Source: an optimization exercise on an open RTL-to-GDS flow (aim: small area). Production flows keep margins and buffers that such runs may drop.
Function was not checked in any run shown here: the RTL went through the layout flow alone.
Power figures rest on the tool's default switching activity, not on a simulated workload.

$ cat constraint.sdc
create_clock -name core_clock -period 5.0 [get_ports {clock}]
set_input_delay 1.0000 -clock core_clock [delete_from_list [all_inputs] [get_ports {clock}]]
set_output_delay 1.0000 -clock core_clock [all_outputs]
set_load 0.01 [all_outputs]
$ cat config.mk
export PLATFORM = sky130hd
export DESIGN_NAME = banco_registradores_v2
export DESIGN_NICKNAME = banco_registradores_v2
export VERILOG_FILES = /design/flow/design.v
export SDC_FILE = /design/flow/constraint.sdc
export NUM_CORES = 4
export LEC_CHECK = 0
export CAP_MARGIN = 20
export CORE_MARGIN = 2
export CORE_UTILIZATION = 35
export GPL_TIMING_DRIVEN = 0
export PLACE_DENSITY = 0.45
export SLEW_MARGIN = 20
$ cat design.v
module banco_registradores_v2 (
    input  logic        clock,
    input  logic        reset_n,
    input  logic        write_en,
    input  logic [4:0]  write_reg,
    input  logic [31:0] data,
    input  logic [4:0]  read1,
    input  logic [4:0]  read2,
    input  logic        ctrl_d2,
    input  logic        ctrl_jal,
    input  logic        read_en,
    output logic [31:0] D1,
    output logic [31:0] D2,
    output logic [31:0] SWR,
    output logic        ready
);
    function automatic [31:0] init_value(input integer idx);
        if (idx == 28)      init_value = 32'd48;
        else if (idx == 29) init_value = 32'd49;
        else if (idx == 31) init_value = 32'd1;
        else                init_value = 32'd0;
    endfunction
    logic [31:0] regs [32];
    logic        init;
    logic [31:0] wdec;
    logic [31:0] wsel;
    assign init = ~ready;
    logic [7:0] whi;
    logic [3:0] wlo;
    assign whi = 8'b1 << write_reg[4:2];
    assign wlo = 4'b1 << write_reg[1:0];
    genvar gi, gb, gk;
    generate
        for (gi = 0; gi < 32; gi++) begin : g_row
            logic [31:0] wdata;
            assign wdec[gi] = (write_reg == 5'(gi));
            assign wsel[gi] = write_en & wdec[gi];
            assign wdata    = (data & ~{32{init}}) | (init_value(gi) & {32{init}});
            logic        ld, hd;
            assign ld = init | wsel[gi];
            assign hd = ready & ~(write_en & whi[gi / 4] & wlo[gi % 4]);
            logic [31:0] q;
            always_ff @(posedge clock) begin
                q <= (wdata & {32{ld}}) | (q & {32{hd}});
            end
            assign regs[gi] = q;
        end
    endgenerate
    logic        load;
    logic [4:0]  a1, a2;
    logic [33:0] s1, s2, ss;
    assign load = ready & read_en;
    assign a1   = ctrl_jal ? 5'd30 : read1;
    assign a2   = ctrl_d2 ? read2 : write_reg;
    generate
        for (gi = 0; gi < 32; gi++) begin : g_sel
            assign s1[gi] = load & (a1 == 5'(gi)) & ~wsel[gi];
            assign s2[gi] = load & (a2 == 5'(gi)) & ~wsel[gi];
            assign ss[gi] = load & ~write_en & wdec[gi];
        end
    endgenerate
    assign s1[32] = load & write_en & (a1 == write_reg);
    assign s2[32] = load & write_en & (a2 == write_reg);
    assign ss[32] = load & write_en;
    assign s1[33] = ~load;
    assign s2[33] = ~load;
    assign ss[33] = ~load;
    logic [31:0] n1, n2, ns;
    generate
        for (gb = 0; gb < 32; gb++) begin : g_bit
            logic [33:0] d1, d2, ds;
            logic [11:0] t1, t2, ts;
            for (gi = 0; gi < 32; gi++) begin : g_term
                assign d1[gi] = regs[gi][gb];
            end
            assign d1[32] = data[gb];
            assign d1[33] = D1[gb];
            assign d2 = {D2[gb], d1[32:0]};
            assign ds = {SWR[gb], d1[32:0]};
            for (gk = 0; gk < 11; gk++) begin : g_grp
                assign t1[gk] = ~(|(s1[3*gk +: 3] & d1[3*gk +: 3]));
                assign t2[gk] = ~(|(s2[3*gk +: 3] & d2[3*gk +: 3]));
                assign ts[gk] = ~(|(ss[3*gk +: 3] & ds[3*gk +: 3]));
            end
            assign t1[11] = ~(s1[33] & d1[33]);
            assign t2[11] = ~(s2[33] & d2[33]);
            assign ts[11] = ~(ss[33] & ds[33]);
            assign n1[gb] = ~(&t1[3:0]) | ~(&t1[7:4]) | ~(&t1[11:8]);
            assign n2[gb] = ~(&t2[3:0]) | ~(&t2[7:4]) | ~(&t2[11:8]);
            assign ns[gb] = ~(&ts[3:0]) | ~(&ts[7:4]) | ~(&ts[11:8]);
        end
    endgenerate
    always_ff @(posedge clock or negedge reset_n) begin
        if (!reset_n) begin
            ready <= 1'b0;
            D1    <= '0;
            D2    <= '0;
            SWR   <= '0;
        end else begin
            ready <= 1'b1;
            D1    <= n1;
            D2    <= n2;
            SWR   <= ns;
        end
    end
endmodule
$ cat standard.sh
#!/bin/bash
# synth_recipe.tcl (not shown) runs the flow's synth.tcl, then flattens the netlist and writes it again
# the make line also repeats each setting of config.mk as NAME=value (left out here)
make -C /OpenROAD-flow-scripts/flow DESIGN_CONFIG=/design/flow/config.mk WORK_HOME=/design/flow/orfs CLKGATE_MAP_FILE= SYNTH_SCRIPT=/design/flow/synth_recipe.tcl "${@:-finish}"
$ cat flow/run.sh
#!/bin/bash
# Own layout flow: the standard layout, except that synthesis maps the logic with an
# area-oriented ABC script (&nf), ports get small buffers and CTS uses small clock buffers
# without dummy loads. Each tool's output goes to a log file in the work folder.
set -euo pipefail
W=$(pwd)
S=$FLOW_HOME/scripts

# Synthesis: ORFS's synth.tcl with only its ABC script replaced, wrapped as synth_recipe.tcl.
sed 's#^  log_cmd abc {\*}$abc_args#  log_cmd abc -script '"$W"'/flow/abc_nf.script {*}[lrange $abc_args 2 end]#' \
  "$S/synth.tcl" > "$W/synth_core.tcl"
grep -q abc_nf.script "$W/synth_core.tcl"
sed 's#source $::env(SCRIPTS_DIR)/synth.tcl#source '"$W"'/synth_core.tcl#' synth_recipe.tcl > "$W/own_synth.tcl"
grep -q synth_core.tcl "$W/own_synth.tcl"

ARGS=(
  "SYNTH_SCRIPT=$W/own_synth.tcl"
  "BUFFER_PORTS_ARGS=-buffer_cell sky130_fd_sc_hd__buf_1"
  "CTS_ARGS=-sink_clustering_enable -repair_clock_nets -dont_use_dummy_load -buf_list sky130_fd_sc_hd__clkbuf_4 sky130_fd_sc_hd__clkbuf_8"
)
bash standard.sh "${ARGS[@]}" synth > "$W/synth.log" 2>&1
bash standard.sh "${ARGS[@]}" finish > "$W/layout.log" 2>&1
test -f out/final.def
$ cat flow/abc_nf.script
strash; &get -n; &nf -R 1000; &put
==> results of run 1 <==
## synthesized netlist by cell type
library cell     n
nand3_1         20
mux2i_1          5
o21ai_0        864
or3_1           97
a21boi_0        16
and3_1           3
xnor2_1         10
nand2b_1        10
nand4_1        288
a22o_1         160
nor2_1          43
or2_0            3
conb_1           1
and2_0          36
mux2_1           1
dfrtp_1         97
o21a_1          16
dfxtp_1       1024
clkinv_1         1
nor2b_1         39
nor4_1          98
a222oi_1      1056
nor3_1           8
buf_4           32
nand2_1       1027
## power by group through the flow
stage	Combinational, uW	Sequential (uW)	Clock, uW
after floorplan	1110	10600	0
after global placement	2260	10900	0
after detailed placement	2690	10900	0
## how the worst min path moves through the flow
| stage | startpoint | to |
|---|---|---|
| detailed placement | g_row[21].q[11] | g_row[21].q[11] |
| floorplan | g_row[17].q[0] | g_row[17].q[0] |
| global placement | g_row[6].q[9] | g_row[6].q[9] |
## cells by family after synthesis
group	share of synthesized area, %
flops	48.2
xor+xnor	0.184
mux	0.129
buf+inv	0.512
compound gates	34.7
other cells	0.00788
simple gates	16.3
## per-stage QoR
stage               instances  hold slack [ns]  setup slack, ns  cell area, um2
floorplan                4955            0.465           -0.337           47900
global placement         6885            0.475           -10.79           50700
detailed placement       7529            0.485           -0.727           59500
==> results.cfg, run 1 <==
[synth]
syn-mean-instance-area_um2 = 9.61
syn_area_um2 = 47600
yosys.area.top_type = dfxtp_1
synth_top_area_share_pct = 43.1
ys_seq_area_share_pct = 48.2
yosys_warnings = 2
syn-num-nets = 5008
ys_ff_latch = 1121
synth_cell_types = 25
synthTopCellsByArea = dfxtp_1, a222oi_1, o21ai_0
synth_cells = 4955

[floorplanning]
floorplan.initialDensity_pct = 35.2
die_x_um = 373
num_rows = 135
ios = 150
fp.dieH_um = 373

[status]
status = stopped before the end
stop_stage = 4_1_cts
tool.error = [ERROR STA-0564] clock_tree_synthesis positional arguments not supported.

[place]
place.gp.congestion = 0.928
port-buffer-count = 149
hpwl_um = 245000
==> inputs of run 2 (changes only) <==
--- a/config.mk
+++ b/config.mk
@@ -8,6 +8,7 @@
 export CAP_MARGIN = 20
+export CELL_PAD_IN_SITES_GLOBAL_PLACEMENT = 1
 export CORE_MARGIN = 2
-export CORE_UTILIZATION = 35
+export CORE_UTILIZATION = 45
 export GPL_TIMING_DRIVEN = 0
-export PLACE_DENSITY = 0.45
+export PLACE_DENSITY = 0.55
 export SLEW_MARGIN = 20
==> results.cfg, run 2 <==
[status]
status = stopped before the end
stop_stage = 4_1_cts
tool.error = [ERROR STA-0564] clock_tree_synthesis positional arguments not supported.

[synth]
yosys_warnings = 2
syn-num-nets = 5008
ys_seq_area_share_pct = 48.2
synth_commonest_cells = a222oi_1, nand2_1, dfxtp_1
synthFlopType = dfxtp_1
synth_edf_count = 0
synth_cells = 4955
ys_ff_latch = 1121
post-synth-top-count-cell = a222oi_1
synthTopCellsByArea = dfxtp_1, a222oi_1, o21ai_0
syn-mean-instance-area_um2 = 9.61
synth_top_area_share_pct = 43.1
synth_cell_types = 25
async_flop_share_pct = 8.65
yosys.area.top_type = dfxtp_1
syn_area_um2 = 47600

[place]
place.gp.congestion = 0.967
port-buffer-count = 149
placed_cell_area_um2 = 58300
dp_slack_ns = -0.782
hpwl_um = 226000

[floorplanning]
floorplan.initialDensity_pct = 45.3
fp.dieH_um = 329
ios = 150
num_rows = 119
die_x_um = 329
[run 2: cell counts after synthesis]
Identical to the previous run, type by type.
[run 2: how the worst max path moves through the flow]
| stage | to | slack [ns] | cells past startpoint |
|---|---|---|---|
| 2_1_floorplan | D1[0] | -0.34 | 5 |
| 3_3_place_gp | D2[26] | -9.52 | 6 |
| 3_5_place_dp | D2[17] | -0.78 | 10 |
[run 2: cells by family after synthesis]
family                    count (synthesis)  synth area share (%)
and+or+nand+nor                        1672                  16.3
other                                     1               0.00788
muxes                                     6                 0.129
xor gates and xnor gates                 10                 0.184
buffers and inverters                    33                 0.512
DFF                                    1121                  48.2
AOI/OAI and AO/OA                      2112                  34.7
[run 2: power groups by stage]
stage               Clock (uW)  Combinational, uW  Sequential, uW
floorplan                    0               1110           10600
global placement             0               2140           10800
detailed placement           0               2570           10900
[run 2: per-stage QoR]
step	power (uW)	TNS [ns]	std cells	hold WS, ns
floorplan	11800	-21.53	4955	0.465
global placement	13000	-3510.69	6495	0.475
detailed placement	13400	-20.35	7078	0.485
